Source: an optimization exercise on an open RTL-to-GDS flow (aim: small area and a short achievable clock period). Production flows keep margins and buffers that such runs may drop. The RTL was checked by simulation tests, not by an equivalence proof against the original design. No run shown here takes its clock network from TritonCTS; it comes from the design's own scripts or RTL. No driver is modelled on the clock port, so clock power and skew are understated where the tree is cut down; a real chip needs a root buffer or a tree. Power is estimated from default activity; no workload was simulated.

File: flow/flow/cts_tree.tcl
# Clock tree built here instead of TritonCTS: the clock port drives NROOT root buffers, each
# root drives the leaf buffers of its region, each leaf buffer drives one compact cluster of
# flip-flops (recursive bisection of the flip-flop positions). Every flip-flop sits behind
# exactly two buffers (a root and a leaf), so the tree is balanced; it just has fewer levels.
set root_buf sky130_fd_sc_hd__clkbuf_16
set leaf_buf sky130_fd_sc_hd__clkbuf_16
if {[info exists ::env(MCTS_ROOT_BUF)]} { set root_buf $::env(MCTS_ROOT_BUF) }
if {[info exists ::env(MCTS_LEAF_BUF)]} { set leaf_buf $::env(MCTS_LEAF_BUF) }
set nroot 4          ;# root buffers, each on its own region
set nleaf 32         ;# leaf buffers in all
if {[info exists ::env(MCTS_NROOT)]} { set nroot $::env(MCTS_NROOT) }
if {[info exists ::env(MCTS_NLEAF)]} { set nleaf $::env(MCTS_NLEAF) }

set block [ord::get_db_block]
set clknet [$block findNet fclk]
set sinks {}
foreach it [$clknet getITerms] {
  set inst [$it getInst]
  set bb [$inst getBBox]
  set x [expr {([$bb xMin] + [$bb xMax]) / 2}]
  set y [expr {([$bb yMin] + [$bb yMax]) / 2}]
  lappend sinks [list $x $y "[$inst getName]/[[$it getMTerm] getName]"]
}
puts "mcts: [llength $sinks] sinks"

# Recursive bisection along the longer side into n groups of nearly equal size
proc bisect {pts n} {
  if {$n <= 1 || [llength $pts] < 2} { return [list $pts] }
  set xs [lmap p $pts {lindex $p 0}]; set ys [lmap p $pts {lindex $p 1}]
  set dx [expr {[tcl::mathfunc::max {*}$xs] - [tcl::mathfunc::min {*}$xs]}]
  set dy [expr {[tcl::mathfunc::max {*}$ys] - [tcl::mathfunc::min {*}$ys]}]
  set k [expr {$dx >= $dy ? 0 : 1}]
  set s [lsort -integer -index $k $pts]
  set n1 [expr {$n / 2}]
  set h [expr {([llength $s] * $n1 + $n / 2) / $n}]
  return [concat [bisect [lrange $s 0 [expr {$h - 1}]] $n1] \
                 [bisect [lrange $s $h end] [expr {$n - $n1}]]]
}
proc centroid {pts} {
  set sx 0; set sy 0
  foreach p $pts { set sx [expr {$sx + [lindex $p 0]}]; set sy [expr {$sy + [lindex $p 1]}] }
  set n [llength $pts]
  return [list [expr {$sx / $n}] [expr {$sy / $n}]]
}

set dbu [$block getDbUnitsPerMicron]
set regions [bisect $sinks $nroot]
set li 0
set ri 0
foreach region $regions {
  set leaves [bisect $region [expr {$nleaf / $nroot}]]
  set leaf_pins {}
  set leaf_pts {}
  foreach leaf $leaves {
    set c [centroid $leaf]
    set loc [list [expr {double([lindex $c 0]) / $dbu}] [expr {double([lindex $c 1]) / $dbu}]]
    set pins [lmap p $leaf {get_pins [lindex $p 2]}]
    insert_buffer -buffer_cell $leaf_buf -net fclk -load_pins $pins -location $loc \
      -buffer_name mcts_leaf_$li -net_name mcts_leafnet_$li
    # insert_buffer adds a suffix to the name: find the buffer from the first sink
    set first [lindex $leaf 0 2]
    set drv ""
    foreach it [[[$block findITerm $first] getNet] getITerms] {
      if {[$it isOutputSignal]} { set drv [$it getInst] }
    }
    lappend leaf_pins [get_pins "[$drv getName]/A"]
    lappend leaf_pts [list [lindex $c 0] [lindex $c 1] x]
    incr li
  }
  set c [centroid $leaf_pts]
  set loc [list [expr {double([lindex $c 0]) / $dbu}] [expr {double([lindex $c 1]) / $dbu}]]
  insert_buffer -buffer_cell $root_buf -net fclk -load_pins $leaf_pins -location $loc \
    -buffer_name mcts_root_$ri -net_name mcts_rootnet_$ri
  incr ri
}
foreach net [$block getNets] {
  if {[string match mcts_* [$net getName]] || [$net getName] eq "fclk"} { $net setSigType CLOCK }
}
puts "mcts: $ri roots, $li leaves"
set_propagated_clock [all_clocks]

# The tree is built; TritonCTS is not run
proc clock_tree_synthesis {args} { puts "mcts: clock_tree_synthesis skipped" }
File: flow/flow/env.sh
# Port buffers are plain buffers, not the delay cells buffer_ports would pick
export BUFFER_PORTS_ARGS="-buffer_cell sky130_fd_sc_hd__buf_1"
# Keep delay cells out of repair so port buffers are sized among real buffers
export DONT_USE_CELLS="sky130_fd_sc_hd__clkdlybuf4s15_1 sky130_fd_sc_hd__clkdlybuf4s15_2 sky130_fd_sc_hd__clkdlybuf4s18_1 sky130_fd_sc_hd__clkdlybuf4s18_2 sky130_fd_sc_hd__clkdlybuf4s25_1 sky130_fd_sc_hd__clkdlybuf4s25_2 sky130_fd_sc_hd__clkdlybuf4s50_1 sky130_fd_sc_hd__clkdlybuf4s50_2 sky130_fd_sc_hd__dlygate4sd1_1 sky130_fd_sc_hd__dlygate4sd2_1 sky130_fd_sc_hd__dlygate4sd3_1 sky130_fd_sc_hd__dlymetal6s2s_1 sky130_fd_sc_hd__dlymetal6s4s_1 sky130_fd_sc_hd__dlymetal6s6s_1"
# Two-level balanced clock tree (flow/cts_tree.tcl) in place of TritonCTS
export PRE_CTS_TCL="$(pwd)/flow/cts_tree.tcl"
# 24 leaf buffers (about 26 flip-flops each) under 4 clkbuf_8 roots
export MCTS_NLEAF=24
export MCTS_ROOT_BUF=sky130_fd_sc_hd__clkbuf_8
File: flow/flow/run.sh
#!/bin/bash
# Own flow: the standard layout (standard.sh), with a few ORFS variables changed after
# synthesis (see env.sh). Synthesis runs first with no change, exactly as the standard flow.
# Each tool's output goes to a log file in this folder.
set -euo pipefail
bash standard.sh synth > synth.log 2>&1
source flow/env.sh
bash standard.sh > layout.log 2>&1
File: flow/config.mk
export PLATFORM = sky130hd
export DESIGN_NAME = mmio_top
export DESIGN_NICKNAME = mmio_top
export VERILOG_FILES = /design/flow/design.v
export SDC_FILE = /design/flow/constraint.sdc
export NUM_CORES = 4
export LEC_CHECK = 0
export CAP_MARGIN = 20
export CORE_MARGIN = 2
export CORE_UTILIZATION = 65
export SETUP_SLACK_MARGIN = 1.7
export SLEW_MARGIN = 20
File: flow/standard.sh
#!/bin/bash
# synth_recipe.tcl (not shown) runs the flow's synth.tcl, then flattens the netlist and writes it again
# the make line also repeats each setting of config.mk as NAME=value (left out here)
make -C /OpenROAD-flow-scripts/flow DESIGN_CONFIG=/design/flow/config.mk WORK_HOME=/design/flow/orfs CLKGATE_MAP_FILE= SYNTH_SCRIPT=/design/flow/synth_recipe.tcl "${@:-finish}"
File: flow/design.v
localparam int MMIO_WORDS = 16;
localparam logic [3:0] REG_CMD           = 4'd0;
localparam logic [3:0] REG_CAM0_CMD      = 4'd1;
localparam logic [3:0] REG_CAM1_CMD      = 4'd2;
localparam logic [3:0] REG_FRAME_BYTES0  = 4'd3;
localparam logic [3:0] REG_TRIBUF_ADDR0  = 4'd4;
localparam logic [3:0] REG_FRAME_BYTES1  = 4'd5;
localparam logic [3:0] REG_TRIBUF_ADDR1  = 4'd6;
localparam logic [3:0] REG_FRAME_BYTES2  = 4'd7;
localparam logic [3:0] REG_TRIBUF_ADDR2  = 4'd8;
localparam logic [3:0] REG_CAM0_RESP     = 4'd9;
localparam logic [3:0] REG_CAM0_RESP_CNT = 4'd10;
localparam logic [3:0] REG_CAM1_RESP     = 4'd11;
localparam logic [3:0] REG_CAM1_RESP_CNT = 4'd12;
localparam logic [3:0] REG_CAM_STATUS    = 4'd13;
localparam logic [3:0] REG_IRQ_EN        = 4'd14;
localparam logic [3:0] REG_IRQ_STAT      = 4'd15;
localparam logic [1:0] RESP_OKAY   = 2'b00;
localparam logic [1:0] RESP_SLVERR = 2'b10;
`timescale 1ns/1ns
module cam_port #(
    parameter int CAM_CREDITS = 2
) (
    input  logic        fclk,
    input  logic        rst_n,
    input  logic        push,
    input  logic [31:0] wdata,
    input  logic [17:0] cam_resp,
    input  logic        cam_resp_valid,
    output logic [31:0] cam_cmd,
    output logic        cam_cmd_valid,
    output logic [7:0]  status,
    output logic [17:0] last_resp,     
    output logic        resp_seen,
    output logic [15:0] resp_cnt
);
    logic [31:0] ring [3];          
    logic [1:0]  wp;                
    logic [2:0]  rp;                
    logic [2:0]  fill;
    logic [3:0]  credits;
    logic        overflow;
    logic        full, accept, send, hload;
    logic [2:0]  fill_d;
    logic [3:0]  credits_d;
    function automatic logic [1:0] inc3(input logic [1:0] p);
        inc3 = (p == 2'd2) ? 2'd0 : p + 2'd1;
    endfunction
    assign full   = fill[2];
    assign accept = push && !full;
    assign send   = cam_cmd_valid;
    assign hload  = send ? (fill != 3'd1 || accept) : (fill == 3'd0 && accept);
    always_comb begin
        case ({accept, send})
            2'b10:   fill_d = fill + 3'd1;
            2'b01:   fill_d = fill - 3'd1;
            default: fill_d = fill;
        endcase
        case ({cam_resp_valid, send})
            2'b10:   credits_d = credits + 4'd1;
            2'b01:   credits_d = credits - 4'd1;
            default: credits_d = credits;
        endcase
    end
    logic fill_nz_d, cred_nz_d;
    assign fill_nz_d = accept || fill[2] || fill[1] || (fill[0] && !send);
    always_comb begin
        case ({cam_resp_valid, send})
            2'b10:   cred_nz_d = (credits != 4'd15);
            2'b01:   cred_nz_d = (credits != 4'd1);
            default: cred_nz_d = (credits != 4'd0);
        endcase
    end
    always_ff @(posedge fclk) begin
        if (!push && (!full || send)) ring[wp] <= ~wdata;
        if (hload) cam_cmd <= ~(({32{rp[0]}} & ring[0]) | ({32{rp[1]}} & ring[1])
                              | ({32{rp[2]}} & ring[2]));
    end
    always_ff @(posedge fclk) begin
        if (!rst_n) begin
            wp            <= '0;
            rp            <= 3'b001;
            fill          <= '0;
            credits       <= 4'(CAM_CREDITS);
            overflow      <= 1'b0;
            cam_cmd_valid <= 1'b0;
        end else begin
            if (accept) wp <= inc3(wp);
            if (hload) rp <= {rp[1:0], rp[2]};
            fill          <= fill_d;
            credits       <= credits_d;
            cam_cmd_valid <= fill_nz_d && cred_nz_d;
            if (push && full) overflow <= 1'b1;
        end
    end
    always_ff @(posedge fclk) begin
        if (cam_resp_valid) last_resp <= cam_resp;
    end
    always_ff @(posedge fclk) begin
        if (!rst_n) begin
            resp_seen <= 1'b0;
            resp_cnt  <= '0;
        end else if (cam_resp_valid) begin
            resp_seen <= 1'b1;
            resp_cnt  <= resp_cnt + 16'd1;
        end
    end
    assign status = {overflow, fill, credits};
endmodule
`timescale 1ns/1ns
module mmio_top #(
    parameter logic [31:0] MMIO_BASE   = 32'h7000_0000,
    parameter int          CAM_CREDITS = 2,
    parameter int          CMD_DEPTH   = 4
) (
    input  logic        fclk,
    input  logic        rst_n,
    input  logic [31:0] araddr,
    input  logic        arvalid,
    output logic        arready,
    output logic [31:0] rdata,
    output logic [1:0]  rresp,
    output logic        rvalid,
    input  logic        rready,
    input  logic [31:0] awaddr,
    input  logic        awvalid,
    output logic        awready,
    input  logic [31:0] wdata,
    input  logic [3:0]  wstrb,
    input  logic        wvalid,
    output logic        wready,
    output logic [1:0]  bresp,
    output logic        bvalid,
    input  logic        bready,
    output logic [31:0] frame_bytes0,
    output logic [31:0] frame_bytes1,
    output logic [31:0] frame_bytes2,
    output logic [31:0] tribuf_addr0,
    output logic [31:0] tribuf_addr1,
    output logic [31:0] tribuf_addr2,
    output logic [31:0] mmio_cmd,
    output logic        mmio_cmd_valid,
    output logic [31:0] cam0_cmd,
    output logic        cam0_cmd_valid,
    input  logic [17:0] cam0_resp,
    input  logic        cam0_resp_valid,
    output logic [31:0] cam1_cmd,
    output logic        cam1_cmd_valid,
    input  logic [17:0] cam1_resp,
    input  logic        cam1_resp_valid,
    output logic        irq
);
localparam int MMIO_WORDS = 16;
localparam logic [3:0] REG_CMD           = 4'd0;
localparam logic [3:0] REG_CAM0_CMD      = 4'd1;
localparam logic [3:0] REG_CAM1_CMD      = 4'd2;
localparam logic [3:0] REG_FRAME_BYTES0  = 4'd3;
localparam logic [3:0] REG_TRIBUF_ADDR0  = 4'd4;
localparam logic [3:0] REG_FRAME_BYTES1  = 4'd5;
localparam logic [3:0] REG_TRIBUF_ADDR1  = 4'd6;
localparam logic [3:0] REG_FRAME_BYTES2  = 4'd7;
localparam logic [3:0] REG_TRIBUF_ADDR2  = 4'd8;
localparam logic [3:0] REG_CAM0_RESP     = 4'd9;
localparam logic [3:0] REG_CAM0_RESP_CNT = 4'd10;
localparam logic [3:0] REG_CAM1_RESP     = 4'd11;
localparam logic [3:0] REG_CAM1_RESP_CNT = 4'd12;
localparam logic [3:0] REG_CAM_STATUS    = 4'd13;
localparam logic [3:0] REG_IRQ_EN        = 4'd14;
localparam logic [3:0] REG_IRQ_STAT      = 4'd15;
localparam logic [1:0] RESP_OKAY   = 2'b00;
localparam logic [1:0] RESP_SLVERR = 2'b10;
    function automatic logic addr_ok(input logic [31:0] addr);
        addr_ok = (addr[31:6] == MMIO_BASE[31:6]) && (addr[1:0] == 2'b00);
    endfunction
    logic       wr_bad_q;      
    always_ff @(posedge fclk) begin
        if (!rst_n) begin
            awready <= 1'b1;
            wready  <= 1'b0;
            bvalid  <= 1'b0;
        end else begin
            if (awready && awvalid) begin
                awready <= 1'b0;
                wready  <= 1'b1;
            end
            if (wready && wvalid) begin
                wready <= 1'b0;
                bvalid <= 1'b1;
            end
            if (bvalid && bready) begin
                bvalid  <= 1'b0;
                awready <= 1'b1;
            end
        end
    end
    always_ff @(posedge fclk) begin
        if (awready) wr_bad_q <= !addr_ok(awaddr);
    end
    assign bresp = {wr_bad_q, 1'b0};
    logic [15:0] wsel;
    logic [15:0] we;
    always_ff @(posedge fclk) begin
        if (!rst_n) begin
            wsel <= '0;
        end else if (awready) begin
            for (int k = 0; k < 16; k++)
                wsel[k] <= awvalid && addr_ok(awaddr) && (awaddr[5:2] == 4'(k));
        end else if (wvalid) begin
            wsel <= '0;
        end
    end
    assign we = wsel & {16{wvalid}};
    logic [5:0][31:0] cfg;
    logic [1:0]  irq_en;
    logic [1:0]  irq_stat;
    logic        push0, push1;
    logic [31:0] wdata_r;
    assign wdata_r = wdata & {32{rst_n}};
    for (genvar i = 0; i < 6; i++) begin : g_cfg
        logic [31:0] word;
        always_ff @(posedge fclk) begin
            for (int b = 0; b < 4; b++) begin
                if (!rst_n || (we[3+i] && wstrb[b])) word[8*b +: 8] <= wdata_r[8*b +: 8];
            end
        end
        assign cfg[i] = word;
    end
    always_ff @(posedge fclk) begin
        if (we[REG_CMD]) mmio_cmd <= wdata;
    end
    logic [1:0] irq_en_d, irq_stat_d;
    always_comb begin
        irq_en_d = irq_en;
        if (we[REG_IRQ_EN] && wstrb[0]) irq_en_d = wdata[1:0];
        irq_stat_d = (irq_stat & ~((we[REG_IRQ_STAT] && wstrb[0]) ? wdata[1:0] : 2'b00))
                   | {cam1_resp_valid, cam0_resp_valid};
    end
    always_ff @(posedge fclk) begin
        if (!rst_n) begin
            irq_en         <= '0;
            irq_stat       <= '0;
            irq            <= 1'b0;
            mmio_cmd_valid <= 1'b0;
            push0          <= 1'b0;
            push1          <= 1'b0;
        end else begin
            mmio_cmd_valid <= we[REG_CMD];
            push0          <= we[REG_CAM0_CMD];
            push1          <= we[REG_CAM1_CMD];
            irq_en         <= irq_en_d;
            irq_stat       <= irq_stat_d;
            irq            <= |(irq_stat_d & irq_en_d);
        end
    end
    assign frame_bytes0 = cfg[0];
    assign tribuf_addr0 = cfg[1];
    assign frame_bytes1 = cfg[2];
    assign tribuf_addr1 = cfg[3];
    assign frame_bytes2 = cfg[4];
    assign tribuf_addr2 = cfg[5];
    logic [7:0]  status0, status1;
    logic [17:0] resp0, resp1;
    logic [15:0] cnt0, cnt1;
    logic        seen0, seen1;
    cam_port #(.CAM_CREDITS(CAM_CREDITS)) u_cam0 (
        .fclk, .rst_n, .push(push0), .wdata,
        .cam_resp(cam0_resp), .cam_resp_valid(cam0_resp_valid),
        .cam_cmd(cam0_cmd), .cam_cmd_valid(cam0_cmd_valid),
        .status(status0), .last_resp(resp0), .resp_seen(seen0), .resp_cnt(cnt0)
    );
    cam_port #(.CAM_CREDITS(CAM_CREDITS)) u_cam1 (
        .fclk, .rst_n, .push(push1), .wdata,
        .cam_resp(cam1_resp), .cam_resp_valid(cam1_resp_valid),
        .cam_cmd(cam1_cmd), .cam_cmd_valid(cam1_cmd_valid),
        .status(status1), .last_resp(resp1), .resp_seen(seen1), .resp_cnt(cnt1)
    );
    logic [31:0] rd_mux;
    logic        rresp_bad;
    logic        ar_good;
    logic [15:0] rsel;
    assign ar_good = addr_ok(araddr);
    always_comb begin
        for (int k = 0; k < 16; k++) rsel[k] = (araddr[5:2] == 4'(k));
    end
    assign rd_mux = ({32{rsel[REG_FRAME_BYTES0]}}  & frame_bytes0)
                  | ({32{rsel[REG_TRIBUF_ADDR0]}}  & tribuf_addr0)
                  | ({32{rsel[REG_FRAME_BYTES1]}}  & frame_bytes1)
                  | ({32{rsel[REG_TRIBUF_ADDR1]}}  & tribuf_addr1)
                  | ({32{rsel[REG_FRAME_BYTES2]}}  & frame_bytes2)
                  | ({32{rsel[REG_TRIBUF_ADDR2]}}  & tribuf_addr2)
                  | ({32{rsel[REG_CAM0_RESP] && seen0}} & {14'd0, resp0})
                  | ({32{rsel[REG_CAM0_RESP_CNT]}} & {16'd0, cnt0})
                  | ({32{rsel[REG_CAM1_RESP] && seen1}} & {14'd0, resp1})
                  | ({32{rsel[REG_CAM1_RESP_CNT]}} & {16'd0, cnt1})
                  | ({32{rsel[REG_CAM_STATUS]}}    & {16'd0, status1, status0})
                  | ({32{rsel[REG_IRQ_EN]}}        & {30'd0, irq_en})
                  | ({32{rsel[REG_IRQ_STAT]}}      & {30'd0, irq_stat});
    always_ff @(posedge fclk) begin
        if (!rst_n) begin
            rvalid  <= 1'b0;
            arready <= 1'b1;
        end else if (!rvalid) begin
            rvalid  <= arvalid;
            arready <= !arvalid;
        end else if (rready) begin
            rvalid  <= 1'b0;
            arready <= 1'b1;
        end
    end
    always_ff @(posedge fclk) begin
        if (!rvalid) begin
            rdata     <= rd_mux & {32{ar_good}};
            rresp_bad <= !ar_good;
        end
    end
    assign rresp = {rresp_bad, 1'b0};
endmodule
File: flow/constraint.sdc
create_clock -name core_clock -period 3.5 [get_ports {fclk}]
set_input_delay 0.7000 -clock core_clock [delete_from_list [all_inputs] [get_ports {fclk}]]
set_output_delay 0.7000 -clock core_clock [all_outputs]
set_load 0.01 [all_outputs]
==> summary.json, run 1 <==
{
  "wirelength_met1": {"value": 24300, "unit": "microns"},
  "die_span_in_y": {"value": 194.5, "unit": "microns"},
  "finalMaxSlewViolations": {"value": 0},
  "synth.yosys.warnings": {"value": 2},
  "synthesized_flop_and_latch_total": {"value": 636},
  "outcome": {"value": "timing/DRC/antenna clean"},
  "numnets_final": {"value": 2140},
  "netlist.area_leader.share": {"value": 70.03, "unit": "%"},
  "path_class": {"value": "reg -> out"},
  "top_signal_layer_used": {"value": "met4"},
  "synthToLayoutAreaGrowth": {"value": 16.61, "unit": "%"},
  "placement.io_buffers": {"value": 475},
  "timing.final.crit_share": {"value": 51.56, "unit": "%"},
  "first_global_vias": {"value": 15467},
  "critical_path.top_delay_family": {"value": "flip-flops"},
  "core_area": {"value": 0.03566, "unit": "sq mm"},
  "cell_area_power_density": {"value": 477.2, "unit": "mW/mm^2"},
  "setup_crit_end_kind": {"value": "output pin"},
  "yosysSeqAreaShare": {"value": 77.33, "unit": "%"},
  "first_pass_grt_wire_length": {"value": 100500, "unit": "microns"},
  "finalClockSkew": {"value": 0.02600, "unit": "ns"},
  "avgRoutedWirePerCell": {"value": 29.15, "unit": "microns"},
  "synthesis.area": {"value": 0.02358, "unit": "sq mm"},
  "fin_crit": {"value": 1.805, "unit": "ns"},
  "avgViaCountPerCell": {"value": 6.671},
  "synth.largest_area_cell": {"value": "edfxtp_1"},
  "antenna_violating_nets_remaining": {"value": 0},
  "cp_slowest_stage_delay": {"value": 0.51, "unit": "ns"},
  "detail_route.first_pass.iterations": {"value": 9},
  "cp_data_arrival_time": {"value": 1.10, "unit": "ns"},
  "fillerInstances": {"value": 2072},
  "worstPathBufferInverterCount": {"value": 1},
  "post-layout-total-power": {"value": 13.12, "unit": "mW"},
  "cp_data_required_time": {"value": 2.80, "unit": "ns"},
  "vdd_ir_drop_max": {"value": 0.3057, "unit": "mV"},
  "detailedPlacementHpwl": {"value": 47930, "unit": "microns"},
  "globalplace.congestion": {"value": 0.9725},
  "antenna_violations_before_repair": {"value": 6},
  "final.hold.worst_slack": {"value": 0.4422, "unit": "ns"},
  "routed-wl-met3": {"value": 8581, "unit": "microns"},
  "hold_viol": {"value": 0},
  "layout-drive-gt1-share": {"value": 10.55, "unit": "%"},
  "initial_core_utilization": {"value": 66.14, "unit": "%"},
  "ioPinCount": {"value": 478},
  "met2WireLength": {"value": 34680, "unit": "microns"},
  "achievable-frequency": {"value": 554.2, "unit": "MHz"},
  "ys_async_sr_fraction": {"value": 0, "unit": "%"},
  "grt_start_max_net_pins": {"value": 44},
  "drt_wirelength": {"value": 71030, "unit": "microns"},
  "overall_track_demand_over_capacity_in_global_routing": {"value": 36.20, "unit": "%"},
  "timing.critical_path.cells": {"value": "buf_1"},
  "die_w": {"value": 194.5, "unit": "microns"},
  "rows": {"value": 69},
  "final_layout_setup_total_negative_slack": {"value": 0, "unit": "ns"},
  "die_area": {"value": 0.03782, "unit": "sq mm"},
  "setup_viol": {"value": 0},
  "cpMaxStageDelayCell": {"value": "edfxtp_1"},
  "syn_inst": {"value": 1484},
  "critPathMaxFanout": {"value": 2},
  "synth-edff-count": {"value": 550},
  "gr-total-overflow": {"value": 0},
  "grt_setup_unrepaired": {"value": "true"},
  "layout.cells.most_common_list": {"value": "edfxtp_1 (550), buf_1 (463), a222oi_1 (94)"},
  "hold_class": {"value": "in -> reg"},
  "post_synth_num_cell_types": {"value": 61},
  "maxCapViolCount": {"value": 0},
  "slew-limit-headroom": {"value": 36.03, "unit": "%"},
  "num_vias": {"value": 16257},
  "mean_area_per_synthesized_cell": {"value": 15.89, "unit": "sq um"},
  "synth_area_leaders": {"value": "edfxtp_1 (70%), dfxtp_1 (7.3%), a222oi_1 (4.0%)"},
  "remaining_drc_errors": {"value": 0},
  "most_common_cell_after_layout_fill_and_taps_aside": {"value": "edfxtp_1"},
  "synthFlopType": {"value": "edfxtp_1"},
  "start_kind": {"value": "flop"},
  "utilization": {"value": 77.12, "unit": "%"},
  "clk_latency": {"value": 0.41, "unit": "ns"},
  "detail_route.iter0.violations": {"value": 2725},
  "cts.clk_slew.worst_paths": {"value": 0.11, "unit": "ns"},
  "p_leak": {"value": 8.958, "unit": "nW"},
  "worst_slew_pin_slew": {"value": 0.9596, "unit": "ns"}
}
## report_power, final
group | switching, mW | internal (mW)
clock network | 2.07 | 1.34
logic | 0.621 | 0.297
registers | 0.243 | 8.55
## logic make-up after synthesis
logic type / count (synthesis) / synth area share (%)
AO/OA/AOI/OAI: 277 / 9.253
XOR/XNOR: 32 / 1.188
adder cells (fa/ha/maj): 22 / 1.167
buffers and inverters: 152 / 2.642
flip-flops: 636 / 77.33
multiplexers: 21 / 0.9125
other: 1 / 0.01590
AND/OR/NAND/NOR: 343 / 7.486
## final cells by class, without the clock buffers
type | count | area (sq um) | share of cell area (%)
flip-flops and latches | 636 | 18270 | 66.42
well taps | 461 | 576.8 | 2.098
multi-input cells | 700 | 5156 | 18.75
diodes | 5 | 12.51 | 0.04550
inverters | 59 | 234.0 | 0.8508
repair buffers | 548 | 2599 | 9.450
## synthesized netlist by cell type, types with 7 or more instances
cell / n
edfxtp_1: 550
a222oi_1: 94
nor2_1: 88
dfxtp_1: 86
nand2_1: 83
a22oi_1: 72
clkbuf_1: 59
inv_1: 59
nand3_1: 51
a31oi_1: 30
o21ai_0: 26
buf_2: 24
ha_1: 22
a21oi_1: 21
and3_1: 21
xor2_1: 18
mux2i_1: 17
nor4_1: 17
xnor2_1: 14
nand4_1: 12
nor3_1: 12
or3_1: 9
nand2b_1: 7
## path summary, 6_finish.rpt
kind | startpoint | to | slack [ns] | cells after the start
worst min register to register | wsel[1] | wsel[1] | 0.46 | 2
worst min-delay path | cam0_resp[0] | u_cam0.last_resp[0] | 0.44 | 1
worst max register to register | u_cam1.resp_cnt[0] | u_cam1.resp_cnt[14] | 1.76 | 5
worst max-delay path | g_cfg[1].word[13] | tribuf_addr0[13] | 1.70 | 1
## state kept, by name, indices dropped and copies added (netlist names), 11 cells and up
signal / cells
g_cfg.word: 192
u_cam0.ring: 96
u_cam1.ring: 96
mmio_cmd: 32
rdata: 32
u_cam0.cam_cmd: 32
u_cam1.cam_cmd: 32
u_cam0.last_resp: 18
u_cam1.last_resp: 18
u_cam0.resp_cnt: 16
u_cam1.resp_cnt: 16
wsel: 11
## timing repair
action / CTS / global route
setup buffers: 19 / 14
gates resized for setup: 63 / 50
hold buffers: 0 / 0
endpoints found under the setup margin: 332 / 182
pin swaps: 11 / 22
gates cloned: 6 / 1
## per-stage QoR
stage,setup slack (ns),instances,area [sq um]
floorplan,1.510,1485,24010
global placement,0.6683,2364,26060
detailed placement,0.6109,2364,26060
CTS,1.706,2417,27200
global route,1.645,2437,27500
finish,1.695,2437,27500
## layer usage
| layer | up-vias | global-route usage (%) |
|---|---|---|
| li1 | 6822 | - |
| met3 | 194 | 4.807 |
| met1 | 7905 | 48.98 |
| met4 | 0 | 12.79 |
| met5 | - | 0 |
| met2 | 1336 | 61.32 |
==> run 2, diff against run 1 <==
--- a/flow/config.mk
+++ b/flow/config.mk
@@ -8,5 +8,6 @@
 export CAP_MARGIN = 20
 export CORE_MARGIN = 2
 export CORE_UTILIZATION = 65
-export SETUP_SLACK_MARGIN = 1.7
+export PLACE_DENSITY = 0.72
+export SETUP_SLACK_MARGIN = 1.75
 export SLEW_MARGIN = 20
==> summary.json, run 2 <==
{
  "die_area": {"value": 0.03782, "unit": "sq mm", "change": "unchanged"},
  "cts.hold.buffers_added": {"value": 0, "change": "unchanged"},
  "reg2reg_depth": {"value": 5, "change": "unchanged"},
  "netlist.area_leader.share": {"value": 70.03, "unit": "%", "change": "unchanged"},
  "synthFlopType": {"value": "edfxtp_1"},
  "setup_viol": {"value": 0, "change": "unchanged"},
  "mean_area_per_synthesized_cell": {"value": 15.89, "unit": "sq um", "change": "unchanged"},
  "globalplace.congestion": {"value": 0.9682, "change": "-0.44%"},
  "layout-drive-gt1-share": {"value": 15.18, "unit": "%", "change": "+4.6 points"},
  "vdd_ir_drop_max": {"value": 0.3027, "unit": "mV", "change": "-0.97%"},
  "finalClockSkew": {"value": 0.02859, "unit": "ns", "change": "+0.002592 ns"},
  "clk_latency": {"value": 0.42, "unit": "ns", "change": "about the same"},
  "synthToLayoutAreaGrowth": {"value": 18.50, "unit": "%"},
  "antenna_violating_nets_remaining": {"value": 0, "change": "unchanged"},
  "grt_start_max_net_pins": {"value": 57, "change": "+30%"},
  "post_synth_num_cell_types": {"value": 61, "change": "unchanged"},
  "synth.area.mux_share": {"value": 0.9126, "unit": "%", "change": "unchanged"},
  "met2WireLength": {"value": 34500, "unit": "microns", "change": "-0.52%"},
  "synth.yosys.warnings": {"value": 2, "change": "unchanged"},
  "biggestRegsByFlops": {"value": "g_cfg.word: 192 flops, u_cam0.ring: 96 flops, u_cam1.ring: 96 flops"},
  "finalMaxSlewViolations": {"value": 0, "change": "unchanged"},
  "final_layout_setup_total_negative_slack": {"value": 0, "unit": "ns", "change": "unchanged"},
  "placed_standard_cell_area": {"value": 0.02618, "unit": "sq mm", "change": "+0.45%"},
  "synth_adder_area_share": {"value": 1.167, "unit": "%", "change": "unchanged"},
  "synthesis.area": {"value": 0.02358, "unit": "sq mm", "change": "unchanged"},
  "yosysSeqAreaShare": {"value": 77.33, "unit": "%", "change": "unchanged"},
  "die_span_in_y": {"value": 194.5, "unit": "microns", "change": "unchanged"},
  "grt_setup_unrepaired": {"value": "true"},
  "num_vias": {"value": 16361, "change": "+0.64%"},
  "registers.top_by_ff_count": {"value": "g_cfg.word"},
  "ys_async_sr_fraction": {"value": 0, "unit": "%", "change": "unchanged"},
  "cell_area_power_density": {"value": 471.6, "unit": "mW/mm^2", "change": "-1.2%"},
  "rows": {"value": 69, "change": "unchanged"},
  "hp_start": {"value": "cam0_resp[1]"},
  "path_class": {"value": "reg -> out"},
  "drt_wirelength": {"value": 71170, "unit": "microns", "change": "+0.20%"},
  "most_common_cell_after_layout_fill_and_taps_aside": {"value": "edfxtp_1"},
  "ioPinCount": {"value": 478, "change": "unchanged"},
  "synth-edff-count": {"value": 550, "change": "unchanged"},
  "antenna_violations_before_repair": {"value": 10, "change": "+4"},
  "placement.io_buffers": {"value": 475, "change": "unchanged"},
  "fillerInstances": {"value": 2053, "change": "-0.92%"},
  "initial_core_utilization": {"value": 66.14, "unit": "%", "change": "unchanged"},
  "synth.largest_area_cell": {"value": "edfxtp_1"},
  "slew-limit-headroom": {"value": 57.18, "unit": "%", "change": "+21 points"},
  "top_signal_layer_used": {"value": "met4"},
  "critPathMaxFanout": {"value": 2, "change": "unchanged"},
  "avgViaCountPerCell": {"value": 6.651, "change": "-0.30%"},
  "detail_route.first_pass.iterations": {"value": 8, "change": "-1"},
  "total_non_filler_cell_area_in_the_finished_layout": {"value": 0.02794, "unit": "sq mm", "change": "+1.6%"},
  "hold_class": {"value": "in -> reg"},
  "cpMaxStageDelayCell": {"value": "edfxtp_1"},
  "largest_reg_flops": {"value": 192, "change": "unchanged"},
  "timing.final.crit_share": {"value": 54.48, "unit": "%", "change": "+2.9 points"},
  "first_pass_grt_wire_length": {"value": 99570, "unit": "microns", "change": "-0.95%"},
  "outcome": {"value": "timing/DRC/antenna clean"},
  "cp_data_required_time": {"value": 2.80, "unit": "ns", "change": "about the same"},
  "synthesized_area_fraction_occupied_by_ao_oa_aoi_and_oai_cells": {"value": 9.253, "unit": "%", "change": "unchanged"},
  "synth-simple-area-share": {"value": 7.486, "unit": "%", "change": "unchanged"},
  "fin_crit": {"value": 1.907, "unit": "ns", "change": "+0.1024 ns"},
  "crit-reg2reg-capture": {"value": "u_cam1.resp_cnt[14]"},
  "timing.reg2reg.setup_slack": {"value": 1.77, "unit": "ns", "change": "about the same"},
  "p_leak": {"value": 9.163, "unit": "nW", "change": "+2.3%"},
  "avgRoutedWirePerCell": {"value": 28.93, "unit": "microns", "change": "-0.74%"},
  "layout.cells.most_common_list": {"value": "edfxtp_1 (550), buf_1 (441), a222oi_1 (94)"},
  "remaining_drc_errors": {"value": 0, "change": "unchanged"},
  "detail_route.iter0.violations": {"value": 2585, "change": "-5.1%"},
  "critical_path.top_delay_family": {"value": "flip-flops"},
  "start_kind": {"value": "flop"},
  "maxCapViolCount": {"value": 0, "change": "unchanged"},
  "numnets_final": {"value": 2158, "change": "+0.84%"},
  "achievable-frequency": {"value": 524.4, "unit": "MHz", "change": "-5.4%"},
  "synth_top_family_by_area": {"value": "compound AO/OA/AOI/OAI gates"},
  "worstPathBufferInverterCount": {"value": 1, "change": "unchanged"},
  "core_area": {"value": 0.03566, "unit": "sq mm", "change": "unchanged"},
  "cts.clk_slew.worst_paths": {"value": 0.11, "unit": "ns", "change": "about the same"},
  "yosysMostFrequentCell": {"value": "edfxtp_1"},
  "crit-reg2reg-launch": {"value": "u_cam1.resp_cnt[1]"},
  "routed-wl-met3": {"value": 8236, "unit": "microns", "change": "-4.0%"},
  "setup_crit_end_kind": {"value": "output pin"},
  "detailedPlacementHpwl": {"value": 47500, "unit": "microns", "change": "-0.88%"},
  "worst_slew_pin_slew": {"value": 0.6388, "unit": "ns", "change": "-0.3208 ns"},
  "cp_slowest_stage_delay": {"value": 0.60, "unit": "ns", "change": "+0.09 ns"},
  "number_of_cells_on_the_worst_hold_path": {"value": 1, "change": "unchanged"},
  "timing.critical_path.cells": {"value": "buf_1"},
  "yosys.area_share.xor_xnor": {"value": 1.188, "unit": "%", "change": "unchanged"},
  "synthesized_flop_and_latch_total": {"value": 636, "change": "unchanged"},
  "cp_data_arrival_time": {"value": 1.21, "unit": "ns", "change": "+0.11 ns"},
  "syn_inst": {"value": 1484, "change": "unchanged"},
  "wirelength_met1": {"value": 24660, "unit": "microns", "change": "+1.5%"},
  "die_w": {"value": 194.5, "unit": "microns", "change": "unchanged"},
  "gr-total-overflow": {"value": 0, "change": "unchanged"},
  "synthTopCellsByCount": {"value": "edfxtp_1 (550), a222oi_1 (94), nor2_1 (88)"},
  "synth_area_leaders": {"value": "edfxtp_1 (70%), dfxtp_1 (7.3%), a222oi_1 (4.0%)"},
  "overall_track_demand_over_capacity_in_global_routing": {"value": 35.71, "unit": "%", "change": "-0.49 points"},
  "hold_viol": {"value": 0, "change": "unchanged"},
  "min_delay_worst_endpoint": {"value": "u_cam0.last_resp[1]"},
  "first_global_vias": {"value": 15379, "change": "-0.57%"}
}
==> run 2: worst register-to-register path, cell delays in order, from the launching register on <==
cell and delay, ns:
dfxtp_4 0.39, ha_4 0.16, inv_1 0.04, or4_4 0.58, or3_4 0.35, a21oi_2 0.14
==> run 2: where the power goes <==
group	total (mW)	switching, mW	leakage, nW	internal (mW)
sequential	8.79	0.244	5.97	8.55
combinational	0.966	0.639	2.87	0.327
clock	3.42	2.08	0.325	1.34
==> run 2: layout make-up, without the clock buffers <==
class | count | area (sq um) | area share, %
antenna | 10 | 25.02 | 0.08955
inverter | 59 | 237.7 | 0.8507
timing repair buffer | 562 | 2819 | 10.09
tap | 461 | 576.8 | 2.064
sequential | 636 | 18280 | 65.43
multi-input combinational | 704 | 5346 | 19.13
==> run 2: logic make-up (layout without fill, tap and decap cells) <==
kind of cell | after synthesis | in the layout
xor gates and xnor gates | 32 | 32
other | 1 | 12
AOI/OAI and AO/OA | 277 | 277
muxes | 21 | 21
adders and majority gates | 22 | 22
buffers and inverters | 152 | 649
and+or+nand+nor | 343 | 350
DFF | 636 | 636
==> run 2: what timing repair did <==
| action | CTS | global route |
|---|---|---|
| buffers inserted | 19 | 26 |
| endpoints found under the setup margin | 499 | 304 |
| gates resized for setup | 100 | 77 |
| pin swaps | 15 | 21 |
| cloned | 7 | 5 |
==> run 2: through the flow <==
| step | utilization (%) | worst slack (ns) | hold slack [ns] | std cells | power, mW |
|---|---|---|---|---|---|
| final | 78.37 | 1.593 | 0.4318 | 2460 | 13.18 |
| after floorplan | - | 1.510 | 0.4114 | 1485 | 9.294 |
| after CTS | 76.71 | 1.638 | 0.4372 | 2419 | 13.08 |
| after global routing | 78.37 | 1.623 | 0.4441 | 2459 | 13.45 |
| after global placement | 73.41 | 0.6686 | 0.4339 | 2365 | 9.774 |
| after detailed placement | 73.41 | 0.5532 | 0.4369 | 2365 | 9.796 |
==> run 2: how the worst max path moves through the flow <==
stage                       from               end  slack, ns  cells after the start
2_1_floorplan          araddr[3]         rdata[13]       1.51                      6
3_3_place_gp           araddr[5]         rdata[16]       0.67                      5
3_5_place_dp           araddr[2]         rdata[30]       0.55                      5
4_1_cts        g_cfg[5].word[14]  tribuf_addr2[14]       1.64                      1
5_1_grt        g_cfg[5].word[14]  tribuf_addr2[14]       1.62                      1
6_report       g_cfg[5].word[14]  tribuf_addr2[14]       1.59                      1
==> run 2: per-layer routing <==
layer,up-vias,track usage (%)
li1,6886,-
met1,7996,48.31
met2,1281,59.06
met3,198,4.876
met4,0,15.41
met5,-,0
==> run 3, diff against run 2 <==
--- a/flow/config.mk
+++ b/flow/config.mk
@@ -9,5 +9,6 @@
 export CORE_MARGIN = 2
 export CORE_UTILIZATION = 65
 export PLACE_DENSITY = 0.72
-export SETUP_SLACK_MARGIN = 1.75
+export SETUP_SLACK_MARGIN = 1.7
 export SLEW_MARGIN = 20
+export TNS_END_PERCENT = 50
==> summary.json, run 3 <==
{
  "initial_core_utilization": {"value": 66.14, "unit": "%", "change": "unchanged"},
  "reg2reg_depth": {"value": 3, "change": "-2"},
  "cts.hold.buffers_added": {"value": 0, "change": "unchanged"},
  "grt_setup_unrepaired": {"value": "true"},
  "synthFlopType": {"value": "edfxtp_1"},
  "fillerInstances": {"value": 2140, "change": "+4.2%"},
  "die_area": {"value": 0.03782, "unit": "sq mm", "change": "unchanged"},
  "synthToLayoutAreaGrowth": {"value": 17.19, "unit": "%"},
  "first_global_vias": {"value": 15545, "change": "+1.1%"},
  "overall_track_demand_over_capacity_in_global_routing": {"value": 36.11, "unit": "%", "change": "+0.40 points"},
  "gr-total-overflow": {"value": 0, "change": "unchanged"},
  "yosysMostFrequentCell": {"value": "edfxtp_1"},
  "post_synth_num_cell_types": {"value": 61, "change": "unchanged"},
  "cts.clk_slew.worst_paths": {"value": 0.10, "unit": "ns", "change": "about the same"},
  "detailedPlacementHpwl": {"value": 47840, "unit": "microns", "change": "+0.70%"},
  "grt_start_max_net_pins": {"value": 44, "change": "-23%"},
  "fin_crit": {"value": 1.868, "unit": "ns", "change": "-0.03896 ns"},
  "synth.yosys.warnings": {"value": 2, "change": "unchanged"},
  "core_area": {"value": 0.03566, "unit": "sq mm", "change": "unchanged"},
  "vdd_ir_drop_max": {"value": 0.3074, "unit": "mV", "change": "+1.6%"},
  "slew-limit-headroom": {"value": 30.86, "unit": "%", "change": "-26 points"},
  "worst_slew_pin_slew": {"value": 1.037, "unit": "ns", "change": "+0.3983 ns"},
  "placement.io_buffers": {"value": 475, "change": "unchanged"},
  "finalMaxSlewViolations": {"value": 0, "change": "unchanged"},
  "path_class": {"value": "in -> reg"},
  "netlist.area_leader.share": {"value": 70.03, "unit": "%", "change": "unchanged"},
  "setup_viol": {"value": 0, "change": "unchanged"},
  "p_leak": {"value": 9.029, "unit": "nW", "change": "-1.5%"},
  "detail_route.iter0.violations": {"value": 2508, "change": "-3.0%"},
  "synth_area_leaders": {"value": "edfxtp_1 (70%), dfxtp_1 (7.3%), a222oi_1 (4.0%)"},
  "final_layout_setup_total_negative_slack": {"value": 0, "unit": "ns", "change": "unchanged"},
  "avgViaCountPerCell": {"value": 6.723, "change": "+1.1%"},
  "clk_latency": {"value": 0.42, "unit": "ns", "change": "about the same"},
  "hold_viol": {"value": 0, "change": "unchanged"},
  "achievable-frequency": {"value": 535.4, "unit": "MHz", "change": "+2.1%"},
  "globalplace.congestion": {"value": 0.9788, "change": "+1.1%"},
  "detail_route.first_pass.iterations": {"value": 9, "change": "+1"},
  "first_pass_grt_wire_length": {"value": 100500, "unit": "microns", "change": "+0.90%"},
  "biggestRegsByFlops": {"value": "g_cfg.word: 192 flops, u_cam0.ring: 96 flops, u_cam1.ring: 96 flops"},
  "avgRoutedWirePerCell": {"value": 28.94, "unit": "microns", "change": "about the same"},
  "outcome": {"value": "timing/DRC/antenna clean"},
  "yosysSeqAreaShare": {"value": 77.33, "unit": "%", "change": "unchanged"},
  "cp_data_required_time": {"value": 3.67, "unit": "ns", "change": "+0.87 ns"},
  "synthesized_flop_and_latch_total": {"value": 636, "change": "unchanged"},
  "die_w": {"value": 194.5, "unit": "microns", "change": "unchanged"},
  "numnets_final": {"value": 2157, "change": "-0.046%"},
  "synthesis.area": {"value": 0.02358, "unit": "sq mm", "change": "unchanged"},
  "synth-edff-count": {"value": 550, "change": "unchanged"},
  "maxCapViolCount": {"value": 0, "change": "unchanged"},
  "number_of_cells_on_the_worst_hold_path": {"value": 1, "change": "unchanged"},
  "layout.cells.most_common_list": {"value": "edfxtp_1 (550), buf_1 (466), a222oi_1 (94)"},
  "die_span_in_y": {"value": 194.5, "unit": "microns", "change": "unchanged"},
  "timing.final.crit_share": {"value": 53.37, "unit": "%", "change": "-1.1 points"},
  "ioPinCount": {"value": 478, "change": "unchanged"},
  "cp_data_arrival_time": {"value": 2.04, "unit": "ns", "change": "+0.83 ns"},
  "finalClockSkew": {"value": 0.03221, "unit": "ns", "change": "+0.003621 ns"},
  "syn_inst": {"value": 1484, "change": "unchanged"},
  "antenna_violations_before_repair": {"value": 4, "change": "-6"},
  "synthTopCellsByCount": {"value": "edfxtp_1 (550), a222oi_1 (94), nor2_1 (88)"},
  "antenna_violating_nets_remaining": {"value": 0, "change": "unchanged"},
  "timing.reg2reg.setup_slack": {"value": 1.70, "unit": "ns", "change": "-0.07 ns"},
  "registers.top_by_ff_count": {"value": "g_cfg.word"},
  "layout-drive-gt1-share": {"value": 10.61, "unit": "%", "change": "-4.6 points"},
  "largest_reg_flops": {"value": 192, "change": "unchanged"},
  "mean_area_per_synthesized_cell": {"value": 15.89, "unit": "sq um", "change": "unchanged"},
  "remaining_drc_errors": {"value": 0, "change": "unchanged"},
  "setup_crit_end_kind": {"value": "flop"},
  "ys_async_sr_fraction": {"value": 0, "unit": "%", "change": "unchanged"},
  "rows": {"value": 69, "change": "unchanged"},
  "start_kind": {"value": "primary input"},
  "post-layout-total-power": {"value": 13.14, "unit": "mW", "change": "-0.30%"},
  "drt_wirelength": {"value": 70990, "unit": "microns", "change": "-0.25%"},
  "cell_area_power_density": {"value": 475.4, "unit": "mW/mm^2", "change": "+0.82%"},
  "most_common_cell_after_layout_fill_and_taps_aside": {"value": "edfxtp_1"},
  "synth.largest_area_cell": {"value": "edfxtp_1"},
  "hold_class": {"value": "in -> reg"},
  "critPathMaxFanout": {"value": 6, "change": "+4"},
  "num_vias": {"value": 16492, "change": "+0.80%"}
}
run 3: cell counts after synthesis:
No cell type changed its count.
run 3: power by group:
| group | switching, mW | internal, mW |
|---|---|---|
| sequential | 0.243 | 8.55 |
| combinational | 0.631 | 0.309 |
| clock | 2.06 | 1.34 |
| total | 2.94 | 10.2 |
run 3: logic make-up after synthesis:
kind of cell | count (synthesis) | synth area share, %
XOR/XNOR | 32 | 1.188
AND/OR/NAND/NOR | 343 | 7.486
multiplexers | 21 | 0.9125
other | 1 | 0.01590
adder cells (fa/ha/maj) | 22 | 1.167
AO/OA/AOI/OAI | 277 | 9.253
buffers and inverters | 152 | 2.642
flip-flops | 636 | 77.33
run 3: worst paths after layout:
kind                  startpoint                   to
setup / recovery       araddr[5]             rdata[4]
hold / removal      cam1_resp[1]  u_cam1.last_resp[1]
hold reg to reg          arready              arready
setup reg to reg  u_cam1.fill[2]    u_cam1.ring[1][3]
run 3: through the flow:
| step | util, % | cells | area (sq um) | hold WS, ns | worst slack [ns] |
|---|---|---|---|---|---|
| after floorplan | - | 1485 | 23930 | 0.4114 | 1.510 |
| after global placement | 73.04 | 2363 | 26040 | 0.4244 | 0.6032 |
| after CTS | 76.31 | 2426 | 27210 | 0.4458 | 1.548 |
| final | 77.51 | 2453 | 27640 | 0.4327 | 1.632 |
| after detailed placement | 73.04 | 2363 | 26040 | 0.4380 | 0.4640 |
| after global routing | 77.50 | 2452 | 27630 | 0.4442 | 1.604 |
run 3: timing repair:
action                                  in CTS  in global routing
cloned                                       6                  4
resized for setup                           57                 48
endpoints found under the setup margin     281                269
pin swaps                                   14                 25
setup buffers                               29                 19
run 3: final cells by class, without the clock buffers:
cell class | instances | area, sq um | area share [%]
tap | 461 | 576.8 | 2.087
sequential | 636 | 18260 | 66.08
multi-input combinational | 702 | 5090 | 18.42
antenna | 4 | 10.01 | 0.03622
inverter | 59 | 234.0 | 0.8466
timing repair buffer | 563 | 2808 | 10.16
run 3: layer usage:
layer	vias up	wire length [microns]	part of all wire, %	GRT usage, %
li1	6874	-	-	-
met1	8087	24030	34	48.96
met2	1319	34250	48	59.70
met3	212	8637	12	5.206
met4	0	4081	5.7	14.93
met5	-	0	0	0
run 3: critical path, stage by stage:
cell and delay, ns:
buf_12 0.10, buf_8 0.12, buf_6 0.13, and4bb_4 0.28
a222oi_1 0.40, and3_1 0.23, a31oi_1 0.08
==> run 4, diff against run 3 <==
--- a/flow/config.mk
+++ b/flow/config.mk
@@ -11,4 +11,4 @@
 export PLACE_DENSITY = 0.72
 export SETUP_SLACK_MARGIN = 1.7
 export SLEW_MARGIN = 20
-export TNS_END_PERCENT = 50
+export TNS_END_PERCENT = 20
==> summary.json, run 4 <==
{
  "outcome": {"value": "timing/DRC/antenna clean"},
  "detail_route.iter0.violations": {"value": 2243, "change": "-11%"},
  "cp_data_arrival_time": {"value": 1.90, "unit": "ns", "change": "-0.14 ns"},
  "netlist.area_leader.share": {"value": 70.03, "unit": "%", "change": "unchanged"},
  "die_w": {"value": 194.5, "unit": "microns", "change": "unchanged"},
  "mean_area_per_synthesized_cell": {"value": 15.89, "unit": "sq um", "change": "unchanged"},
  "syn_inst": {"value": 1484, "change": "unchanged"},
  "registers.top_by_ff_count": {"value": "g_cfg.word"},
  "crit-reg2reg-capture": {"value": "u_cam1.resp_cnt[12]"},
  "wirelength_met1": {"value": 24350, "unit": "microns", "change": "+1.3%"},
  "achievable-frequency": {"value": 523.4, "unit": "MHz", "change": "-2.2%"},
  "timing.reg2reg.setup_slack": {"value": 1.63, "unit": "ns", "change": "-0.07 ns"},
  "vdd_ir_drop_max": {"value": 0.3027, "unit": "mV", "change": "-1.5%"},
  "synthesis.area": {"value": 0.02358, "unit": "sq mm", "change": "unchanged"},
  "num_vias": {"value": 16067, "change": "-2.6%"},
  "layout.cells.most_common_list": {"value": "edfxtp_1 (550), buf_1 (467), a222oi_1 (94)"},
  "grt_setup_unrepaired": {"value": "true"},
  "die_area": {"value": 0.03782, "unit": "sq mm", "change": "unchanged"},
  "detailedPlacementHpwl": {"value": 47100, "unit": "microns", "change": "-1.5%"},
  "fin_crit": {"value": 1.911, "unit": "ns", "change": "+0.04264 ns"},
  "core_area": {"value": 0.03566, "unit": "sq mm", "change": "unchanged"},
  "fillerInstances": {"value": 2189, "change": "+2.3%"},
  "setup_viol": {"value": 0, "change": "unchanged"},
  "reg2reg_depth": {"value": 5, "change": "+2"},
  "fin_ws": {"value": 1.589, "unit": "ns", "change": "-0.04264 ns"},
  "avgRoutedWirePerCell": {"value": 28.62, "unit": "microns", "change": "-1.1%"},
  "critPathMaxFanout": {"value": 43, "change": "+37"},
  "cts.clk_slew.worst_paths": {"value": 0.10, "unit": "ns", "change": "about the same"},
  "placement.io_buffers": {"value": 475, "change": "unchanged"},
  "hold_class": {"value": "in -> reg"},
  "top_signal_layer_used": {"value": "met5"},
  "remaining_drc_errors": {"value": 0, "change": "unchanged"},
  "final_layout_setup_total_negative_slack": {"value": 0, "unit": "ns", "change": "unchanged"},
  "post_synth_num_cell_types": {"value": 61, "change": "unchanged"},
  "synth_area_leaders": {"value": "edfxtp_1 (70%), dfxtp_1 (7.3%), a222oi_1 (4.0%)"},
  "grt_start_max_net_pins": {"value": 44, "change": "unchanged"},
  "cp_data_required_time": {"value": 3.49, "unit": "ns", "change": "-0.18 ns"},
  "clk_latency": {"value": 0.42, "unit": "ns", "change": "about the same"},
  "antenna_violations_before_repair": {"value": 7, "change": "+3"},
  "min_delay_worst_endpoint": {"value": "u_cam1.last_resp[11]"},
  "most_common_cell_after_layout_fill_and_taps_aside": {"value": "edfxtp_1"},
  "overall_track_demand_over_capacity_in_global_routing": {"value": 35.73, "unit": "%", "change": "-0.38 points"},
  "biggestRegsByFlops": {"value": "g_cfg.word: 192 flops, u_cam0.ring: 96 flops, u_cam1.ring: 96 flops"},
  "numnets_final": {"value": 2113, "change": "-2.0%"},
  "yosysMostFrequentCell": {"value": "edfxtp_1"},
  "yosysSeqAreaShare": {"value": 77.33, "unit": "%", "change": "unchanged"},
  "hold_viol": {"value": 0, "change": "unchanged"},
  "cell_area_power_density": {"value": 484.3, "unit": "mW/mm^2", "change": "+1.9%"},
  "drt_wirelength": {"value": 69010, "unit": "microns", "change": "-2.8%"},
  "met2WireLength": {"value": 32890, "unit": "microns", "change": "-4.0%"},
  "ys_async_sr_fraction": {"value": 0, "unit": "%", "change": "unchanged"},
  "critPathLaunch": {"value": "rst_n"},
  "final.hold.worst_slack": {"value": 0.4428, "unit": "ns", "change": "+0.01016 ns"},
  "synthToLayoutAreaGrowth": {"value": 14.48, "unit": "%"},
  "antenna_violating_nets_remaining": {"value": 0, "change": "unchanged"},
  "number_of_cells_on_the_worst_hold_path": {"value": 1, "change": "unchanged"},
  "path_class": {"value": "in -> reg"},
  "worst_slew_pin_slew": {"value": 0.9172, "unit": "ns", "change": "-0.1200 ns"},
  "dp_slack": {"value": 0.6146, "unit": "ns", "change": "+0.1506 ns"},
  "synth-edff-count": {"value": 550, "change": "unchanged"},
  "avgViaCountPerCell": {"value": 6.664, "change": "-0.88%"},
  "globalplace.congestion": {"value": 0.9450, "change": "-3.5%"},
  "detail_route.first_pass.iterations": {"value": 8, "change": "-1"},
  "p_leak": {"value": 8.710, "unit": "nW", "change": "-3.5%"},
  "maxCapViolCount": {"value": 0, "change": "unchanged"},
  "start_kind": {"value": "primary input"},
  "synthesized_flop_and_latch_total": {"value": 636, "change": "unchanged"},
  "gr-total-overflow": {"value": 0, "change": "unchanged"},
  "setup_crit_end_kind": {"value": "flop"},
  "crit-reg2reg-launch": {"value": "u_cam1.resp_cnt[0]"},
  "first_pass_grt_wire_length": {"value": 99310, "unit": "microns", "change": "-1.1%"},
  "finalClockSkew": {"value": 0.02678, "unit": "ns", "change": "-0.005431 ns"},
  "ioPinCount": {"value": 478, "change": "unchanged"},
  "largest_reg_flops": {"value": 192, "change": "unchanged"},
  "synthFlopType": {"value": "edfxtp_1"},
  "finalMaxSlewViolations": {"value": 0, "change": "unchanged"},
  "hp_start": {"value": "cam1_resp[11]"},
  "first_global_vias": {"value": 15239, "change": "-2.0%"},
  "synth.largest_area_cell": {"value": "edfxtp_1"},
  "initial_core_utilization": {"value": 66.14, "unit": "%", "change": "unchanged"},
  "layout-drive-gt1-share": {"value": 7.973, "unit": "%", "change": "-2.6 points"},
  "synthTopCellsByCount": {"value": "edfxtp_1 (550), a222oi_1 (94), nor2_1 (88)"},
  "routed-wl-met3": {"value": 8225, "unit": "microns", "change": "-4.8%"},
  "slew-limit-headroom": {"value": 38.86, "unit": "%", "change": "+8.0 points"},
  "die_span_in_y": {"value": 194.5, "unit": "microns", "change": "unchanged"},
  "synth.yosys.warnings": {"value": 2, "change": "unchanged"},
  "timing.final.crit_share": {"value": 54.59, "unit": "%", "change": "+1.2 points"},
  "rows": {"value": 69, "change": "unchanged"}
}
## run 4: cell types whose count changed in the layout (fill, tap and decap cells not counted), moves of 3 or more
| cell | before | now |
|---|---|---|
| buf_16 | 3 | 0 |
| buf_4 | 58 | 41 |
| buf_6 | 14 | 2 |
| dfxtp_1 | 73 | 80 |
| buf_12 | 14 | 5 |
| dfxtp_2 | 10 | 4 |
## run 4: per-stage QoR
step           cells  util (%)  instance area (sq um)  power [mW]
4_1_cts         2405     75.56                  26940       13.04
5_1_grt         2409     75.70                  26990       13.35
3_5_place_dp    2360     72.84                  25970       9.778
2_1_floorplan   1485         -                  23840       9.265
3_3_place_gp    2360     72.84                  25970       9.760
6_report        2411     75.72                  27000       13.08
## run 4: kinds of logic after synthesis
group	synth area share, %
buf+inv	2.642
fa+ha+maj	1.167
flops	77.33
other cells	0.01590
simple gates	7.486
compound gates	9.253
xor+xnor	1.188
mux	0.9125
## run 4: power by group
group          internal, mW  switching (mW)  total [mW]
registers              8.55           0.235        8.79
logic                 0.264           0.608       0.872
clock network          1.34            2.07        3.42
## run 4: final cells by class, without the clock buffers
class	count	area, sq um	area share, %
Antenna cell	6	15.01	0.05561
Tap cell	461	576.8	2.137
Timing Repair Buffer	520	2218	8.217
Multi-Input combinational cell	701	5056	18.73
Inverter	59	225.2	0.8342
Sequential cell	636	18250	67.60
## run 4: worst max path at each step
stage	end	slack, ns	cells after the start
6_report	g_cfg[0].word[7]	1.59	3
5_1_grt	rdata[0]	1.56	7
4_1_cts	g_cfg[1].word[17]	1.57	4
3_5_place_dp	rdata[12]	0.61	5
3_3_place_gp	rdata[17]	0.68	6
2_1_floorplan	rdata[13]	1.51	6
## run 4: critical path, stage by stage
cell and delay [ns]:
clkbuf_2 0.10, buf_4 0.47, nand2_1 0.61
## run 4: timing repair
item | CTS | global route
endpoints found under the hold margin | 0 | 0
hold buffers | 0 | 0
setup endpoints to repair | 386 | 502
buffers inserted | 13 | 0
resized for setup | 44 | 21
pin swaps | 9 | 0
cloned | 4 | 0
## run 4: metal layers
metal | GRT usage [%] | up-vias
met3 | 5.570 | 190
met5 | 0 | -
met4 | 14.84 | 4
li1 | - | 6754
met2 | 58.53 | 1270
met1 | 48.62 | 7849
==> run 5, diff against run 4 <==
--- a/flow/config.mk
+++ b/flow/config.mk
@@ -10,5 +10,4 @@
 export CORE_UTILIZATION = 65
 export PLACE_DENSITY = 0.72
 export SETUP_SLACK_MARGIN = 1.7
-export SLEW_MARGIN = 20
-export TNS_END_PERCENT = 20
+export SLEW_MARGIN = 50
==> summary.json, run 5 <==
{
  "timing.final.crit_share": {"value": 51.84, "unit": "%", "change": "-2.7 points"},
  "cell_area_power_density": {"value": 479.7, "unit": "mW/mm^2", "change": "-0.95%"},
  "most_common_cell_after_layout_fill_and_taps_aside": {"value": "edfxtp_1"},
  "path_class": {"value": "reg -> out"},
  "ioPinCount": {"value": 478, "change": "unchanged"},
  "outcome": {"value": "timing/DRC/antenna clean"},
  "worst-path-stages": {"value": 1, "change": "-2"},
  "yosysSeqAreaShare": {"value": 77.33, "unit": "%", "change": "unchanged"},
  "setup_crit_end_kind": {"value": "output pin"},
  "achievable-frequency": {"value": 551.1, "unit": "MHz", "change": "+5.3%"},
  "cp_slowest_stage_delay": {"value": 0.51, "unit": "ns", "change": "-0.10 ns"},
  "finalMaxSlewViolations": {"value": 0, "change": "unchanged"},
  "overall_track_demand_over_capacity_in_global_routing": {"value": 35.40, "unit": "%", "change": "-0.33 points"},
  "num_vias": {"value": 16139, "change": "+0.45%"},
  "cts.clk_slew.worst_paths": {"value": 0.11, "unit": "ns", "change": "about the same"},
  "crit-reg2reg-capture": {"value": "u_cam1.resp_cnt[14]"},
  "ys_async_sr_fraction": {"value": 0, "unit": "%", "change": "unchanged"},
  "timing.critical_path.cells": {"value": "buf_1"},
  "hold_class": {"value": "in -> reg"},
  "remaining_drc_errors": {"value": 0, "change": "unchanged"},
  "start_kind": {"value": "flop"},
  "reg2reg_depth": {"value": 4, "change": "-1"},
  "finalClockSkew": {"value": 0.03788, "unit": "ns", "change": "+0.01110 ns"},
  "area_taken_by_multi_input_logic_gates": {"value": 0.005134, "unit": "sq mm", "change": "+1.5%"},
  "avgViaCountPerCell": {"value": 6.653, "change": "-0.17%"},
  "hp_start": {"value": "cam1_resp[0]"},
  "min_delay_worst_endpoint": {"value": "u_cam1.last_resp[0]"},
  "p_leak": {"value": 8.885, "unit": "nW", "change": "+2.0%"},
  "antenna_violating_nets_remaining": {"value": 0, "change": "unchanged"},
  "critPathMaxFanout": {"value": 2, "change": "-95%"},
  "cp_data_arrival_time": {"value": 1.11, "unit": "ns", "change": "-0.79 ns"},
  "routed-wl-met3": {"value": 8301, "unit": "microns", "change": "+0.92%"},
  "netSwitchingPower": {"value": 2.933, "unit": "mW", "change": "+0.53%"},
  "wirelength_met1": {"value": 24490, "unit": "microns", "change": "+0.57%"},
  "number_of_placed_instances_taps_included": {"value": 2363, "change": "+0.13%"},
  "avgRoutedWirePerCell": {"value": 28.65, "unit": "microns", "change": "+0.10%"},
  "setup_viol": {"value": 0, "change": "unchanged"},
  "antenna_violations_before_repair": {"value": 3, "change": "-4"},
  "yosysMostFrequentCell": {"value": "edfxtp_1"},
  "final_layout_setup_total_negative_slack": {"value": 0, "unit": "ns", "change": "unchanged"},
  "timing.reg2reg.setup_slack": {"value": 1.72, "unit": "ns", "change": "+0.09 ns"},
  "cts.hold.buffers_added": {"value": 0, "change": "unchanged"},
  "globalplace.congestion": {"value": 0.9482, "change": "+0.34%"},
  "gr-total-overflow": {"value": 0, "change": "unchanged"},
  "number_of_cells_on_the_worst_hold_path": {"value": 1, "change": "unchanged"},
  "numnets_final": {"value": 2131, "change": "+0.85%"},
  "layout-drive-gt1-share": {"value": 9.990, "unit": "%", "change": "+2.0 points"},
  "registers.top_by_ff_count": {"value": "g_cfg.word"},
  "first_pass_grt_wire_length": {"value": 99000, "unit": "microns", "change": "-0.31%"},
  "power.clock.fraction": {"value": 26.1, "unit": "%", "change": "about the same"},
  "synthesis.area": {"value": 0.02358, "unit": "sq mm", "change": "unchanged"},
  "detailedPlacementHpwl": {"value": 47440, "unit": "microns", "change": "+0.73%"},
  "fin_crit": {"value": 1.815, "unit": "ns", "change": "-0.09602 ns"},
  "fin_ws": {"value": 1.685, "unit": "ns", "change": "+0.09602 ns"},
  "dp_slack": {"value": 0.6534, "unit": "ns", "change": "+0.03873 ns"},
  "power.switching_fraction": {"value": 22.37, "unit": "%", "change": "+0.054 points"},
  "met2WireLength": {"value": 33590, "unit": "microns", "change": "+2.1%"},
  "placement.io_buffers": {"value": 475, "change": "unchanged"},
  "layout.cells.most_common_list": {"value": "edfxtp_1 (550), buf_1 (465), a222oi_1 (94)"},
  "p_comb_share": {"value": 6.8, "unit": "%", "change": "about the same"},
  "synthesized_flop_and_latch_total": {"value": 636, "change": "unchanged"},
  "largest_reg_flops": {"value": 192, "change": "unchanged"},
  "synth.yosys.warnings": {"value": 2, "change": "unchanged"},
  "synth-edff-count": {"value": 550, "change": "unchanged"},
  "mean_area_per_synthesized_cell": {"value": 15.89, "unit": "sq um", "change": "unchanged"},
  "syn_inst": {"value": 1484, "change": "unchanged"},
  "biggestRegsByFlops": {"value": "g_cfg.word: 192 flops, u_cam0.ring: 96 flops, u_cam1.ring: 96 flops"},
  "synthTopCellsByCount": {"value": "edfxtp_1 (550), a222oi_1 (94), nor2_1 (88)"},
  "grt_start_max_net_pins": {"value": 44, "change": "unchanged"},
  "power_frac_seq": {"value": 67.1, "unit": "%", "change": "about the same"},
  "initial_core_utilization": {"value": 66.14, "unit": "%", "change": "unchanged"},
  "die_area": {"value": 0.03782, "unit": "sq mm", "change": "unchanged"},
  "first_global_vias": {"value": 15302, "change": "+0.41%"},
  "crit-reg2reg-launch": {"value": "u_cam1.resp_cnt[5]"},
  "utilization": {"value": 76.66, "unit": "%", "change": "+0.95 points"},
  "vdd_ir_drop_max": {"value": 0.3036, "unit": "mV", "change": "+0.29%"},
  "synthToLayoutAreaGrowth": {"value": 15.91, "unit": "%"},
  "grt_setup_unrepaired": {"value": "true"},
  "final_cell_count_no_fill": {"value": 2426, "change": "+0.62%"},
  "die_span_in_y": {"value": 194.5, "unit": "microns", "change": "unchanged"},
  "top_signal_layer_used": {"value": "met4"},
  "slew-limit-headroom": {"value": 54.09, "unit": "%", "change": "+15 points"},
  "hold_viol": {"value": 0, "change": "unchanged"},
  "netlist.area_leader.share": {"value": 70.03, "unit": "%", "change": "unchanged"},
  "detail_route.first_pass.iterations": {"value": 9, "change": "+1"},
  "die_w": {"value": 194.5, "unit": "microns", "change": "unchanged"},
  "synthFlopType": {"value": "edfxtp_1"},
  "detail_route.iter0.violations": {"value": 2467, "change": "+10%"},
  "rows": {"value": 69, "change": "unchanged"},
  "worstPathBufferInverterCount": {"value": 1, "change": "-1"},
  "maxCapViolCount": {"value": 0, "change": "unchanged"},
  "register_area": {"value": 0.01827, "unit": "sq mm", "change": "about the same"},
  "cp_data_required_time": {"value": 2.80, "unit": "ns", "change": "-0.69 ns"},
  "critical_path.top_delay_family": {"value": "flip-flops"},
  "clk_latency": {"value": 0.42, "unit": "ns", "change": "about the same"},
  "core_area": {"value": 0.03566, "unit": "sq mm", "change": "unchanged"},
  "cell_internal_pwr": {"value": 10.18, "unit": "mW", "change": "+0.22%"},
  "synth.largest_area_cell": {"value": "edfxtp_1"},
  "worst_slew_pin_slew": {"value": 0.6877, "unit": "ns", "change": "-0.2295 ns"},
  "cpMaxStageDelayCell": {"value": "edfxtp_1"},
  "synth_area_leaders": {"value": "edfxtp_1 (70%), dfxtp_1 (7.3%), a222oi_1 (4.0%)"},
  "fillerInstances": {"value": 2131, "change": "-2.6%"},
  "drt_wirelength": {"value": 69510, "unit": "microns", "change": "+0.72%"},
  "post_synth_num_cell_types": {"value": 61, "change": "unchanged"}
}
-- run 5: through the flow --
step	area, sq um	hold slack (ns)	power [mW]
3_5_place_dp	26060	0.4396	9.790
3_3_place_gp	26050	0.4297	9.776
4_1_cts	26990	0.4298	13.03
6_report	27340	0.4306	13.11
2_1_floorplan	24010	0.4114	9.280
5_1_grt	27340	0.4380	13.39
-- run 5: cell type report, without the clock buffers --
type	count	area share [%]
flip-flops and latches	636	66.82
multi-input cells	700	18.78
repair buffers	539	9.008
well taps	461	2.110
inverters	59	0.8514
diodes	3	0.02746
-- run 5: repair_timing --
action | 4_1_cts | 5_1_grt
resized for setup | 39 | 51
pin swaps | 7 | 10
setup endpoints to repair | 104 | 252
buffers inserted | 15 | 12
cloned | 2 | 3
-- run 5: cells by family (layout without fill, tap and decap cells) --
| group | after synthesis | count (layout) | share of synthesized area [%] |
|---|---|---|---|
| AO/OA/AOI/OAI | 277 | 277 | 9.253 |
| XOR/XNOR | 32 | 32 | 1.188 |
| adder cells (fa/ha/maj) | 22 | 22 | 1.167 |
| buffers and inverters | 152 | 626 | 2.642 |
| flip-flops | 636 | 636 | 77.33 |
| multiplexers | 21 | 21 | 0.9125 |
| other | 1 | 5 | 0.01590 |
| AND/OR/NAND/NOR | 343 | 346 | 7.486 |
-- run 5: per-layer routing --
| layer | vias to the layer above | GRT usage [%] |
|---|---|---|
| li1 | 6809 | - |
| met1 | 7899 | 48.96 |
| met2 | 1269 | 58.16 |
| met3 | 162 | 5.223 |
| met4 | 0 | 12.91 |
| met5 | - | 0 |
-- run 5: how the worst max path moves through the flow --
stage,to,startpoint
after floorplan,rdata[13],araddr[3]
after global placement,rdata[22],araddr[2]
after detailed placement,rdata[25],araddr[2]
after CTS,rdata[16],araddr[2]
after global routing,u_cam0.fill[2],u_cam0.fill[2]
final,frame_bytes2[10],g_cfg[4].word[10]
-- run 5: power groups by stage --
stage	clock, mW	sequential (mW)	combinational, mW
2_1_floorplan	0	8.95	0.335
3_3_place_gp	0	8.96	0.816
3_5_place_dp	0	8.96	0.834
4_1_cts	3.39	8.79	0.857
5_1_grt	3.63	8.82	0.948
6_report	3.42	8.80	0.892

port drivers added, routing unchanged:
The flow's constraints put no driver on any port. The routed layouts listed below were extracted and timed again, unchanged, in two steps.
Step 1, drivers: a clkbuf_16 drives fclk and a buf_2 each remaining input, both assumed.
Step 2 also shifts input and output timing later by t, the mid clock arrival at the registers, as if the neighbouring blocks saw the same clock.
a / b / c = no drivers / after step 1 / after step 2; a / b = the first two.
| run | shift t [ns] | setup WS [ns] | worst setup path after step 2 | worst data-port slew with drivers (ns) |
|---|---|---|---|---|
| run 1 | 0.516 | 1.695 / 1.584 / 1.254 | input to register | 0.11 |
| run 2 | 0.516 | 1.593 / 1.487 / 1.181 | input to register | 0.19 |
| run 3 | 0.520 | 1.632 / 1.525 / 1.139 | input to register | 0.11 |
| run 4 | 0.506 | 1.589 / 1.568 / 1.150 | input to register | 0.09 |
| run 5 | 0.516 | 1.685 / 1.575 / 1.201 | input to register | 0.15 |
After both steps setup and hold are still met in every run listed. The setup slack of run 3, which loses most, moves by -0.107 ns with the drivers and by -0.493 ns with both steps.
